Context: an optimization exercise on an open-source flow, tuned for small area, a short achievable clock period and few clock cycles per item. The choices shown serve that exercise and are no tape-out recipe.
Only simulation tests tie the RTL to the original design; equivalence was not proved.
No activity file was given, so power comes from the tool's default toggle rates.

File: flow/design.v
`timescale 1ns / 1ps
package epsm_pkg;
	localparam int MAX_PAT = 64;
	localparam int PAT_AW  = $clog2(MAX_PAT);
	localparam int LEN_W   = PAT_AW + 1;
	localparam int IDX_W   = 32;
	localparam int SYM_W   = 8;
	localparam logic [LEN_W-1:0] LEN_MAX = LEN_W'(MAX_PAT);
	typedef enum logic [1:0] {
		FUNC_START  = 2'd0,
		FUNC_APPEND = 2'd1,
		FUNC_TEXT   = 2'd2,
		FUNC_NONE   = 2'd3
	} epsm_func_t;
	typedef enum logic [1:0] {
		ST_IDLE,
		ST_FETCH,
		ST_CHECK,
		ST_EMIT
	} epsm_state_t;
	typedef struct packed {
		logic accept;
		logic fetch;
		logic advance;
		logic load_out;
	} epsm_cmd_t;
	typedef struct packed {
		logic scan_req;
		logic equal;
		logic last;
		logic out_free;
	} epsm_status_t;
endpackage
`timescale 1ns / 1ps
module epsm_ctrl (
	input  logic                  clk,
	input  logic                  arst_n,
	input  logic                  in_valid,
	output logic                  in_stall,
	input  epsm_pkg::epsm_status_t status,
	output epsm_pkg::epsm_cmd_t    cmd
);
	epsm_pkg::epsm_state_t state_q;
	epsm_pkg::epsm_state_t state_d;
	always_ff @(posedge clk or negedge arst_n) begin
		if (!arst_n) begin
			state_q <= epsm_pkg::ST_IDLE;
		end else begin
			state_q <= state_d;
		end
	end
	always_comb begin
		state_d  = state_q;
		cmd      = '0;
		in_stall = 1'b1;
		unique case (state_q)
			epsm_pkg::ST_IDLE: begin
				in_stall = 1'b0;
				if (in_valid) begin
					cmd.accept = 1'b1;
					if (status.scan_req) begin
						state_d = epsm_pkg::ST_FETCH;
					end
				end
			end
			epsm_pkg::ST_FETCH: begin
				cmd.fetch = 1'b1;
				state_d   = epsm_pkg::ST_CHECK;
			end
			epsm_pkg::ST_CHECK: begin
				if (!status.equal) begin
					state_d = epsm_pkg::ST_IDLE;
				end else if (status.last) begin
					state_d = epsm_pkg::ST_EMIT;
				end else begin
					cmd.advance = 1'b1;
					state_d     = epsm_pkg::ST_FETCH;
				end
			end
			epsm_pkg::ST_EMIT: begin
				if (status.out_free) begin
					cmd.load_out = 1'b1;
					state_d      = epsm_pkg::ST_IDLE;
				end
			end
			default: begin
				state_d = epsm_pkg::ST_IDLE;
			end
		endcase
	end
endmodule
`timescale 1ns / 1ps
module epsm_datapath (
	input  logic                         clk,
	input  logic                         arst_n,
	input  logic [1:0]                   func,
	input  logic [epsm_pkg::SYM_W-1:0]   symbol,
	input  epsm_pkg::epsm_cmd_t          cmd,
	output epsm_pkg::epsm_status_t       status,
	output logic                         out_valid,
	input  logic                         out_stall,
	output logic [epsm_pkg::IDX_W-1:0]   match_start,
	output logic                         pattern_overflow
);
	logic [epsm_pkg::SYM_W-1:0]  pat_mem [epsm_pkg::MAX_PAT];
	logic [epsm_pkg::SYM_W-1:0]  win_mem [epsm_pkg::MAX_PAT];
	logic [epsm_pkg::LEN_W-1:0]  len_q;
	logic [epsm_pkg::LEN_W-1:0]  fill_q;
	logic [epsm_pkg::LEN_W-1:0]  fill_plus;
	logic [epsm_pkg::PAT_AW-1:0] wptr_q;
	logic [epsm_pkg::PAT_AW-1:0] base_q;
	logic [epsm_pkg::PAT_AW-1:0] k_q;
	logic [epsm_pkg::PAT_AW-1:0] win_ra;
	logic [epsm_pkg::IDX_W-1:0]  count_q;
	logic [epsm_pkg::IDX_W-1:0]  idx_q;
	logic [epsm_pkg::IDX_W-1:0]  match_q;
	logic              ovf_q;
	logic              ovf_out_q;
	logic              out_valid_q;
	logic [epsm_pkg::SYM_W-1:0]  pat_rd_q;
	logic [epsm_pkg::SYM_W-1:0]  win_rd_q;
	logic              pat_we;
	logic [epsm_pkg::PAT_AW-1:0] pat_wa;
	logic              win_we;
	assign fill_plus = (fill_q == epsm_pkg::LEN_MAX) ? fill_q : fill_q + epsm_pkg::LEN_W'(1);
	assign win_ra    = base_q + k_q;
	assign pat_we = cmd.accept && ((func == epsm_pkg::FUNC_START) ||
		((func == epsm_pkg::FUNC_APPEND) && (len_q < epsm_pkg::LEN_MAX)));
	assign pat_wa = (func == epsm_pkg::FUNC_START) ? '0 : len_q[epsm_pkg::PAT_AW-1:0];
	assign win_we = cmd.accept && (func == epsm_pkg::FUNC_TEXT);
	always_ff @(posedge clk) begin
		if (pat_we) begin
			pat_mem[pat_wa] <= symbol;
		end
	end
	always_ff @(posedge clk) begin
		if (win_we) begin
			win_mem[wptr_q] <= symbol;
		end
	end
	always_ff @(posedge clk) begin
		if (cmd.fetch) begin
			pat_rd_q <= pat_mem[k_q];
			win_rd_q <= win_mem[win_ra];
		end
	end
	always_ff @(posedge clk or negedge arst_n) begin
		if (!arst_n) begin
			len_q   <= '0;
			fill_q  <= '0;
			wptr_q  <= '0;
			count_q <= '0;
			ovf_q   <= 1'b0;
			k_q     <= '0;
		end else begin
			if (cmd.accept) begin
				k_q <= '0;
				case (func)
					epsm_pkg::FUNC_START: begin
						len_q   <= epsm_pkg::LEN_W'(1);
						ovf_q   <= 1'b0;
						count_q <= '0;
						fill_q  <= '0;
					end
					epsm_pkg::FUNC_APPEND: begin
						if (len_q < epsm_pkg::LEN_MAX) begin
							len_q <= len_q + epsm_pkg::LEN_W'(1);
						end else begin
							ovf_q <= 1'b1;
						end
					end
					epsm_pkg::FUNC_TEXT: begin
						wptr_q  <= wptr_q + epsm_pkg::PAT_AW'(1);
						fill_q  <= fill_plus;
						count_q <= count_q + epsm_pkg::IDX_W'(1);
					end
					default: begin
					end
				endcase
			end else if (cmd.advance) begin
				k_q <= k_q + epsm_pkg::PAT_AW'(1);
			end
		end
	end
	always_ff @(posedge clk) begin
		if (cmd.accept) begin
			base_q <= wptr_q + epsm_pkg::PAT_AW'(1) - len_q[epsm_pkg::PAT_AW-1:0];
			idx_q  <= count_q;
		end
	end
	always_ff @(posedge clk or negedge arst_n) begin
		if (!arst_n) begin
			out_valid_q <= 1'b0;
		end else if (cmd.load_out) begin
			out_valid_q <= 1'b1;
		end else if (out_valid_q && !out_stall) begin
			out_valid_q <= 1'b0;
		end
	end
	always_ff @(posedge clk) begin
		if (cmd.load_out) begin
			match_q   <= idx_q - epsm_pkg::IDX_W'(len_q) + epsm_pkg::IDX_W'(1);
			ovf_out_q <= ovf_q;
		end
	end
	assign status.scan_req = (func == epsm_pkg::FUNC_TEXT) && (len_q != '0) && (fill_plus >= len_q);
	assign status.equal    = (pat_rd_q == win_rd_q);
	assign status.last     = ({1'b0, k_q} == (len_q - epsm_pkg::LEN_W'(1)));
	assign status.out_free = !out_valid_q || !out_stall;
	assign out_valid        = out_valid_q;
	assign match_start      = match_q;
	assign pattern_overflow = ovf_out_q;
endmodule
`timescale 1ns / 1ps
module exact_pattern_stream_matcher (
	input  logic                       clk,
	input  logic                       arst_n,
	input  logic                       in_valid,
	output logic                       in_stall,
	input  logic [1:0]                 func,
	input  logic [epsm_pkg::SYM_W-1:0] symbol,
	output logic                       out_valid,
	input  logic                       out_stall,
	output logic [epsm_pkg::IDX_W-1:0] match_start,
	output logic                       pattern_overflow
);
	epsm_pkg::epsm_cmd_t    cmd;
	epsm_pkg::epsm_status_t status;
	epsm_ctrl u_ctrl (
		.clk      (clk),
		.arst_n   (arst_n),
		.in_valid (in_valid),
		.in_stall (in_stall),
		.status   (status),
		.cmd      (cmd)
	);
	epsm_datapath u_datapath (
		.clk              (clk),
		.arst_n           (arst_n),
		.func             (func),
		.symbol           (symbol),
		.cmd              (cmd),
		.status           (status),
		.out_valid        (out_valid),
		.out_stall        (out_stall),
		.match_start      (match_start),
		.pattern_overflow (pattern_overflow)
	);
endmodule
File: flow/run.sh
#!/bin/bash
# synth_recipe.tcl (not shown) runs the flow's synth.tcl, then flattens the netlist and writes it again
# the make line also repeats each setting of config.mk as NAME=value (left out here)
make -C /OpenROAD-flow-scripts/flow DESIGN_CONFIG=/design/flow/config.mk WORK_HOME=/design/flow/orfs CLKGATE_MAP_FILE= SYNTH_SCRIPT=/design/flow/synth_recipe.tcl finish
File: flow/config.mk
export PLATFORM = sky130hd
export DESIGN_NAME = exact_pattern_stream_matcher
export DESIGN_NICKNAME = exact_pattern_stream_matcher
export VERILOG_FILES = /design/flow/design.v
export SDC_FILE = /design/flow/constraint.sdc
export NUM_CORES = 4
export LEC_CHECK = 0
export CAP_MARGIN = 20
export CORE_MARGIN = 2
export CORE_UTILIZATION = 40
export SLEW_MARGIN = 20
File: flow/constraint.sdc
create_clock -name core_clock -period 5.0 [get_ports {clk}]
set_input_delay 1.0000 -clock core_clock [delete_from_list [all_inputs] [get_ports {clk}]]
set_output_delay 1.0000 -clock core_clock [all_outputs]
set_load 0.01 [all_outputs]
==> flow_summary.yaml, run 1 <==
outcome:
  status: "complete, no violations"
clock_tree:
  cts_buffer_depth: 3
  ctsHtreeMaxLevel: 3
  holdBufCountCts: 0
  postCtsSetupBuffers: 0
  cts_buffers: 119
  cts_tree: "yes"
  cts_resized: 0
  cts_root_buffer: "clkbuf_16"
  insertion_delay_ns: 0.73
  clock_sinks: 1173
  clk_pin_slew_ns: 0.07
sta:
  rsz0062_at_grt: "false"
  slew_headroom_pct: 32.5
  hold_viol_final: 0
  fin_crit_ns: 3.99
  finalMaxSlewViolations: 0
  timing.final.crit_share_pct: 79.8
  tightest_slew_ns: 1.01
  clock.fmax_mhz: 251
  setup_tns_ns: 0
  finalSetupViolations: 0
  clock_skew_ns: 0.0628
critical_path:
  start_kind: "primary input"
  crit_type: "primary input to flip-flop"
  crit_required_ns: 5.30
  cp-startpoint: "func[0]"
  crit_arrival_ns: 4.29
  regToRegStartpoint: "u_datapath.len_q[3]"
  crit_path_end_kind: "flip-flop"
  cp_max_fo: 9
placement:
  gp_congestion: 0.847
  numPortBuffers: 48
  dp_hpwl_microns: 70200
logic_synthesis:
  synth_top_family_by_area: "multiplexers"
  synth-seq-cells: 1173
  avgSynthCellArea_sq_um: 19.3
  synth_compound_area_share_pct: 2.58
  synth_flop_cell: "edfxtp_1"
  syn-cell-area_sq_um: 48000
  synth_area_leaders: "edfxtp_1 69%, mux4_2 14%, dfrtp_1 3.2%"
  synthMuxAreaShare_pct: 15.7
  syn_inst: 2482
  synth_edf_count: 1111
  synth-adder-area-share_pct: 1.74
  synthArstFlopShare_pct: 5.29
  synthSimpleGateAreaFrac_pct: 4.07
  yosysTopAreaCell: "edfxtp_1"
  syn_nets: 2561
  seq_area_frac_synth_pct: 72.7
  synthXorXnorAreaFrac_pct: 1.62
  yosys_warnings: 2
  yosysTopAreaCellShare_pct: 69.5
  ys_types: 75
route:
  drc: 0
  vias_per_cell: 5.54
  wl_per_cell_microns: 25.7
  drtIter0Drc: 2631
  drtAntennaViolNets: 0
  vias: 24100
  totalWireLength_microns: 112000
  drt_first_pass_iters: 6
grt:
  grt_antenna_before_repair: 3
  grt_usage_pct: 18.3
  grt_pass1_wl_microns: 165000
  grt_remaining_overflow: 0
  grt_pass1_vias: 24500
  grt_max_degree: 102
final_layout:
  regArea_sq_um: 34900
  drive_gt1_share_pct: 22.9
  fillers: 9979
  nNetsFinal: 2714
  multi_input_area_sq_um: 12400
  insertedDiodeCount: 0
  synthToLayoutAreaGrowth_pct: 14.5
floorplan:
  die_width_microns: 350
  start_util_pct: 40.2
  die_area_sq_um: 123000
  rows: 127
  core_sq_um: 119000
  dieHeight_microns: 350
  io_pins: 49
pwr:
  powerDensity_nw_per_um2: 472
  irDropWorstVdd_uv: 329
  p_leak_nw: 17.6
  power_mw: 26.0
run:
  drv_cap: 0
hold_path:
  hold_path_class: "primary input to async pin"
sequential cells by signal, summed over array words and instances, names as in the netlist:
signal,cells
u_datapath.k_q,6
u_datapath.idx_q,32
u_datapath.count_q,32
u_datapath.out_valid_q,1
u_datapath.win_rd_q,8
u_datapath.ovf_q,1
u_datapath.win_mem,512
u_datapath.pat_mem,512
u_datapath.ovf_out_q,1
u_ctrl.state_q,2
u_datapath.wptr_q,6
u_datapath.len_q,7
u_datapath.pat_rd_q,8
u_datapath.base_q,6
u_datapath.fill_q,7
u_datapath.match_q,32
cell families after synthesis:
logic type | count (synthesis)
buffers and inverters | 161
xor gates and xnor gates | 89
muxes | 382
and+or+nand+nor | 417
DFF | 1173
AOI/OAI and AO/OA | 195
adders and majority gates | 65
per-layer routing:
layer,GRT usage [%],part of all wire [%],routed length (microns)
met5,0,0.013,15
met4,4.83,2.2,2480
met3,3.48,6.9,7770
met2,28.8,47,53200
met1,26.2,43,48600
synth_stat cells (all sizes together) (8+ instances only):
library cell / count
nor2b: 14
or3: 11
mux4: 296
edfxtp: 1111
mux2: 15
nand3: 44
nor4: 8
buf: 59
xnor2: 51
xor2: 38
nand2: 85
inv: 54
nor2: 189
clkbuf: 47
o21ai: 41
a21oi: 70
nand4: 17
a211oi: 9
mux2i: 71
dfrtp: 62
a21o: 10
nor3: 10
ha: 62
path summary, 6_finish.rpt:
path / endpoint / slack [ns] / depth (start not counted)
max: u_datapath.win_mem[3][6] / 1.01 / 7
min: u_datapath.count_q[28] / 0.41 / 1
max reg2reg: u_datapath.match_q[28] / 1.03 / 9
min reg2reg: u_datapath.idx_q[20] / 0.45 / 0
max in group asynchronous: u_datapath.k_q[3] / 3.60 / 2
min in group core_clock: u_datapath.idx_q[20] / 0.45 / 0
critical path, cell delays in order:
cell and delay [ns]:
clkdlybuf4s50_1 0.56, nor4b_4 0.52, nand2_1 0.14, buf_4 0.22, nor2_1 0.47, nand3_1 0.62, nor2_1 0.76
power by group:
group | switching (mW) | internal (mW)
Combinational | 3.06 | 2.29
Sequential | 0.226 | 11.1
Clock | 3.85 | 5.39
Total | 7.14 | 18.8
cells in the final DEF (no fill, tap or decap), drive strengths merged, types with 38 or more instances in the layout:
cell type,count
a21oi,70
buf,99
clkbuf,150
clkdlybuf4s50,39
clkinv,49
dfrtp,62
edfxtp,1111
ha,62
inv,61
mux2i,71
mux4,296
nand2,85
nand3,44
nor2,189
o21ai,41
xnor2,51
xor2,38
per-stage QoR:
| stage | hold slack [ns] | area (sq um) | util, % | setup WS [ns] | cells |
|---|---|---|---|---|---|
| floorplan | 0.425 | 48000 | - | 1.79 | 2482 |
| global placement | 0.440 | 50800 | 42.5 | 0.367 | 4125 |
| detailed placement | 0.443 | 50800 | 42.5 | 0.294 | 4125 |
| CTS | 0.416 | 54900 | 46.0 | 1.01 | 4352 |
| global route | 0.463 | 55000 | 46.0 | 0.682 | 4353 |
| finish | 0.414 | 55000 | 46.0 | 1.01 | 4353 |
area by class of cell:
class                      instances  share of cell area (%)
clock buffer                     150                    5.74
timing repair buffer             138                    2.32
tap                             1612                    3.67
multi-input combinational       1148                    22.6
inverter                          55                   0.376
sequential                      1173                    63.5
clock inverter                    77                    1.76
Testbench counts, summed over its fixed seeds: cycles 116,311, items 23,488.
==> run 2, diff against run 1 <==
==> flow/design.v (replaced) <==
`timescale 1ns / 1ps
package epsm_pkg;
	localparam int MAX_PAT = 64;
	localparam int LEN_W   = $clog2(MAX_PAT) + 1;
	localparam int IDX_W   = 32;
	localparam int SYM_W   = 8;
	localparam logic [LEN_W-1:0] LEN_MAX = LEN_W'(MAX_PAT);
	localparam logic [1:0] FUNC_START  = 2'd0;
	localparam logic [1:0] FUNC_APPEND = 2'd1;
	localparam logic [1:0] FUNC_TEXT   = 2'd2;
	localparam logic [1:0] FUNC_NONE   = 2'd3;
endpackage
`timescale 1ns / 1ps
module exact_pattern_stream_matcher (
	input  logic                       clk,
	input  logic                       arst_n,
	input  logic                       in_valid,
	output logic                       in_stall,
	input  logic [1:0]                 func,
	input  logic [epsm_pkg::SYM_W-1:0] symbol,
	output logic                       out_valid,
	input  logic                       out_stall,
	output logic [epsm_pkg::IDX_W-1:0] match_start,
	output logic                       pattern_overflow
);
	localparam int N   = epsm_pkg::MAX_PAT;
	localparam int LW  = epsm_pkg::LEN_W;
	localparam int SW  = epsm_pkg::SYM_W;
	localparam int IW  = epsm_pkg::IDX_W;
	logic          block_q;
	logic          ir_v;
	logic [1:0]    ir_f;
	logic [SW-1:0] ir_s;
	always_ff @(posedge clk or negedge arst_n) begin
		if (!arst_n) begin
			ir_v <= 1'b0;
		end else if (!block_q) begin
			ir_v <= in_valid;
		end
	end
	always_ff @(posedge clk) begin
		if (!block_q) begin
			ir_f <= func;
			ir_s <= symbol;
		end
	end
	logic go;
	logic is_start, is_append, is_text;
	assign go        = ir_v && !block_q;
	assign is_start  = go && (ir_f == epsm_pkg::FUNC_START);
	assign is_append = go && (ir_f == epsm_pkg::FUNC_APPEND);
	assign is_text   = go && (ir_f == epsm_pkg::FUNC_TEXT);
	logic [LW-1:0] len_q;
	logic [LW-1:0] fill_q;
	logic          ovf_q;
	logic [IW-1:0] sc_q;       
	logic          len_full;
	logic          pat_shift;
	assign len_full  = (len_q == epsm_pkg::LEN_MAX);
	assign pat_shift = is_start || (is_append && !len_full);
	always_ff @(posedge clk or negedge arst_n) begin
		if (!arst_n) begin
			len_q  <= '0;
			fill_q <= '0;
			ovf_q  <= 1'b0;
			sc_q   <= IW'(1);
		end else if (is_start) begin
			len_q  <= LW'(1);
			fill_q <= '0;
			ovf_q  <= 1'b0;
			sc_q   <= '0;
		end else if (is_append) begin
			if (len_full) begin
				ovf_q <= 1'b1;
			end else begin
				len_q <= len_q + LW'(1);
				sc_q  <= sc_q - IW'(1);
			end
		end else if (is_text) begin
			if (fill_q != epsm_pkg::LEN_MAX) begin
				fill_q <= fill_q + LW'(1);
			end
			sc_q <= sc_q + IW'(1);
		end
	end
	logic [SW-1:0] pat_q [N];
	logic [SW-1:0] win_q [N-1];
	always_ff @(posedge clk) begin
		if (pat_shift) begin
			for (int j = 0; j < N - 1; j++) pat_q[j] <= pat_q[j+1];
			pat_q[N-1] <= ir_s;
		end
	end
	always_ff @(posedge clk) begin
		if (is_text) begin
			for (int j = 0; j < N - 2; j++) win_q[j] <= win_q[j+1];
			win_q[N-2] <= ir_s;
		end
	end
	logic [N-1:0] slot_ok;
	always_comb begin
		for (int j = 0; j < N; j++) begin
			slot_ok[j] = (LW'(N - 1 - j) >= len_q) ||
				(pat_q[j] == ((j == N - 1) ? ir_s : win_q[j]));
		end
	end
	logic hit;
	assign hit = is_text && (len_q != '0) && ((fill_q + LW'(1)) >= len_q) && (&slot_ok);
	logic          v0, v1;
	logic [IW-1:0] st0, st1;
	logic          ov0, ov1;
	logic          pop;
	assign pop = v0 && !out_stall;
	always_ff @(posedge clk or negedge arst_n) begin
		if (!arst_n) begin
			v0      <= 1'b0;
			v1      <= 1'b0;
			block_q <= 1'b0;
		end else begin
			v0      <= v1 || hit || (v0 && !pop);
			v1      <= v1 ? !pop : (v0 && !pop && hit);
			block_q <= (32'(v0) + 32'(v1) - 32'(pop) + 32'(is_text)) >= 2;
		end
	end
	always_ff @(posedge clk) begin
		if (!v0 || pop) begin
			st0 <= v1 ? st1 : sc_q;
			ov0 <= v1 ? ov1 : ovf_q;
		end
		if (!v1) begin
			st1 <= sc_q;
			ov1 <= ovf_q;
		end
	end
	assign in_stall         = block_q;
	assign out_valid        = v0;
	assign match_start      = st0;
	assign pattern_overflow = ov0;
endmodule
==> flow_summary.yaml, run 2 <==
logic_synthesis:
  syn_nets: 2505
  avgSynthCellArea_sq_um: 17.8
  yosys_warnings: 3
  synth-seq-cells: 1143
  synth_area_leaders: "edfxtp_1 73%, xor2_1 7.1%, xnor2_1 3.7%"
  yosysMostFrequentCell: "edfxtp_1"
  seq_area_frac_synth_pct: 77.7
  synth_edf_count: 1059
  synthMuxAreaShare_pct: 0.992
  synthArstFlopShare_pct: 4.46
  yosysTopAreaCellShare_pct: 73.3
  synth_top_family_by_area: "XOR/XNOR gates"
  yosysTopAreaCell: "edfxtp_1"
  synth_compound_area_share_pct: 3.82
  syn_inst: 2441
  synthTopCellsByCount: "1,059 x edfxtp_1, 352 x xor2_1, 185 x xnor2_1"
  ys_types: 64
  synthSimpleGateAreaFrac_pct: 4.68
  synth_flop_cell: "edfxtp_1"
  syn-cell-area_sq_um: 43400
  synthXorXnorAreaFrac_pct: 10.8
  synth-adder-area-share_pct: 1.48
sta:
  clock_skew_ns: 0.0362
  slew_headroom_pct: 24.3
  finalSetupViolations: 0
  timing.final.crit_share_pct: 87.5
  rsz0062_at_grt: "false"
  fin_crit_ns: 4.37
  clock.fmax_mhz: 229
  finalMaxSlewViolations: 0
  tightest_slew_ns: 1.14
  hold_viol_final: 0
  fin_ws_ns: 0.626
placement:
  dp_hpwl_microns: 55200
  numPortBuffers: 48
  dp_slack_ns: 0.692
  gp_congestion: 0.875
hold_path:
  worstHoldStart: "win_q[4][4]"
  hold_end: "win_q[3][4]"
  hold_path_class: "flip-flop to flip-flop"
  whs_path_depth: 0
clock_tree:
  cts_buffers: 115
  clock_sinks: 1143
  clk_pin_slew_ns: 0.06
  holdBufCountCts: 0
  ctsHtreeMaxLevel: 3
  cts_tree: "yes"
  cts_buffer_depth: 3
  cts_root_buffer: "clkbuf_16"
  postCtsSetupBuffers: 0
  cts_resized: 0
  insertion_delay_ns: 0.70
grt:
  grt_pass1_wl_microns: 130000
  grt_max_degree: 186
  grt_antenna_before_repair: 0
  grt_remaining_overflow: 0
  grt_pass1_vias: 22000
  grt_usage_pct: 15.2
route:
  drt_first_pass_iters: 5
  drtAntennaViolNets: 0
  wl_per_cell_microns: 20.7
  vias: 21200
  vias_per_cell: 5.18
  drc: 0
  totalWireLength_microns: 84800
  drtIter0Drc: 2022
critical_path:
  crit_arrival_ns: 4.95
  cp_max_fo: 19
  rr_endpoint: "sc_q[28]"
  cp_cell_sequence: "and2_1, ha_1, a211oi_1, o21ai_0, a221oi_1, nor3_1, nor2_1, o21ai_0, mux2_2, a211o_1"
  cp_slowest_cell: "and2_1"
  start_kind: "flip-flop"
  crit_type: "flip-flop to flip-flop"
  regToRegStartpoint: "ir_f[0]"
  crit_path_end_kind: "flip-flop"
  cp_common_cell: "o21ai_0"
  max_stage_delay_ns: 0.81
  rrSetupSlack_ns: 0.63
  r2r_cells: 10
  crit_required_ns: 5.58
final_layout:
  insertedDiodeCount: 0
  final_cell_mix: "1,059 x edfxtp_1, 352 x xor2_1, 185 x xnor2_1, 115 x clkbuf_16, 95 x nor4_1"
  fillers: 8999
  drive_gt1_share_pct: 9.75
  final_common_cell: "edfxtp_1"
  largest_reg_flops: 512
  synthToLayoutAreaGrowth_pct: 14.5
  largest-register: "pat_q"
  reg_top3: "pat_q x512, win_q x504"
  nNetsFinal: 2663
  final_core_util_pct: 46.3
floorplan:
  die_width_microns: 333
  core_sq_um: 107000
  io_pins: 49
  die_area_sq_um: 111000
  start_util_pct: 40.4
  dieHeight_microns: 333
  rows: 120
pwr:
  powerDensity_nw_per_um2: 553
  irDropWorstVdd_uv: 315
  power_frac_comb_pct: 16.5
  p_leak_nw: 16.8
  p_seq_share_pct: 52.4
  p_clk_share_pct: 31.1
  switching_share_pct: 27.8
  p_int_mw: 19.8
  p_switching_mw: 7.64
  power_mw: 27.5
outcome:
  status: "complete, no violations"
run:
  drv_cap: 0
run 2: changes by cell type in the layout (fill, tap and decap cells not counted), sizes merged, moves of 41 or more:
cell | previous run | this run
xnor2 | 51 | 185
edfxtp | 1111 | 1059
mux4 | 296 | 0
xor2 | 38 | 352
nand4 | 17 | 58
mux2i | 71 | 1
nor2 | 189 | 52
nor4 | 8 | 97
buf | 99 | 26
run 2: per-layer routing:
layer | vias up | track usage [%] | routed length, microns
li1 | 9688 | - | -
met1 | 10800 | 20.6 | 37300
met2 | 609 | 25.0 | 41100
met3 | 123 | 2.67 | 4670
met4 | 0 | 4.21 | 1690
met5 | - | 0 | 0
run 2: cell families (layout without fill, tap and decap cells):
| logic type | Yosys count | in the layout |
|---|---|---|
| AOI/OAI and AO/OA | 246 | 246 |
| xor gates and xnor gates | 537 | 537 |
| adders and majority gates | 51 | 51 |
| buffers and inverters | 55 | 312 |
| DFF | 1143 | 1143 |
| muxes | 38 | 38 |
| and+or+nand+nor | 371 | 371 |
run 2: layout make-up:
| class | instances | area, sq um | share of cell area, % |
|---|---|---|---|
| Inverter | 23 | 95.1 | 0.191 |
| Tap cell | 1403 | 1760 | 3.53 |
| Sequential cell | 1143 | 33700 | 67.9 |
| Clock buffer | 146 | 3020 | 6.08 |
| Multi-Input combinational cell | 1243 | 9560 | 19.2 |
| Timing Repair Buffer | 73 | 751 | 1.51 |
| Clock inverter | 70 | 778 | 1.57 |
run 2: worst max-delay path by stage:
stage | start | endpoint | slack (ns)
after global placement | block_q | sc_q[28] | 0.84
after global routing | ir_f[0] | sc_q[28] | 0.32
after floorplan | len_q[0] | sc_q[27] | -6.38
after CTS | ir_f[0] | sc_q[28] | 0.67
final | ir_f[0] | sc_q[28] | 0.63
after detailed placement | ir_f[0] | sc_q[28] | 0.69
run 2: power groups by stage:
stage	Combinational (mW)	Sequential (mW)	Clock, mW
6_report	4.52	14.4	8.55
5_1_grt	4.96	14.6	9.15
4_1_cts	4.58	14.4	8.76
3_5_place_dp	4.55	14.6	0
3_3_place_gp	4.49	14.5	0
2_1_floorplan	3.00	14.7	0
run 2: metrics by stage:
stage | instance area, sq um | std cells | setup TNS (ns) | hold WS [ns]
2_1_floorplan | 43500 | 2441 | -4617.00 | 0.446
3_3_place_gp | 45900 | 3884 | 0 | 0.451
3_5_place_dp | 45900 | 3885 | 0 | 0.455
4_1_cts | 49700 | 4101 | 0 | 0.443
5_1_grt | 49700 | 4101 | 0 | 0.451
6_report | 49700 | 4101 | 0 | 0.442
run 2: critical path, delay by kind of cell (launching register included):
kind | cells | cell delay [ns]
simple gates | 3 | 1.18
compound gates | 5 | 1.62
fa+ha+maj | 1 | 0.44
flops | 1 | 0.67
mux | 1 | 0.35
Testbench counts of run 2, summed over its fixed seeds: cycles 23,488, items 23,488.

## static timing again, ports no longer ideal
The flow's constraints put no driver on any port. The routed layouts listed below were extracted and timed again, unchanged, in two steps. Step 1 sets driving cells, clkbuf_16 on the clock port and buf_2 on the other inputs (assumed; they add their load-dependent delay and slew). Step 2 also shifts input and output timing later by t, the mid clock arrival at the registers, as if the neighbouring blocks saw the same clock. Three values: ideal, step 1, step 2; two values: the first two.
run | t (ns) | setup slack, ns | hold WS [ns] | worst slew at a driven data input, ns
run 1 | 0.775 | 1.008 / 1.029 / 0.263 | 0.414 / 0.368 / 0.449 | 0.05
run 2 | 0.754 | 0.626 / 0.626 / 0.626 | 0.442 / 0.409 / 0.442 | 0.04
After both steps setup and hold are still met in every run listed. The setup slack of run 1, which loses most, moves by +0.021 ns with the drivers and by -0.745 ns with both steps.
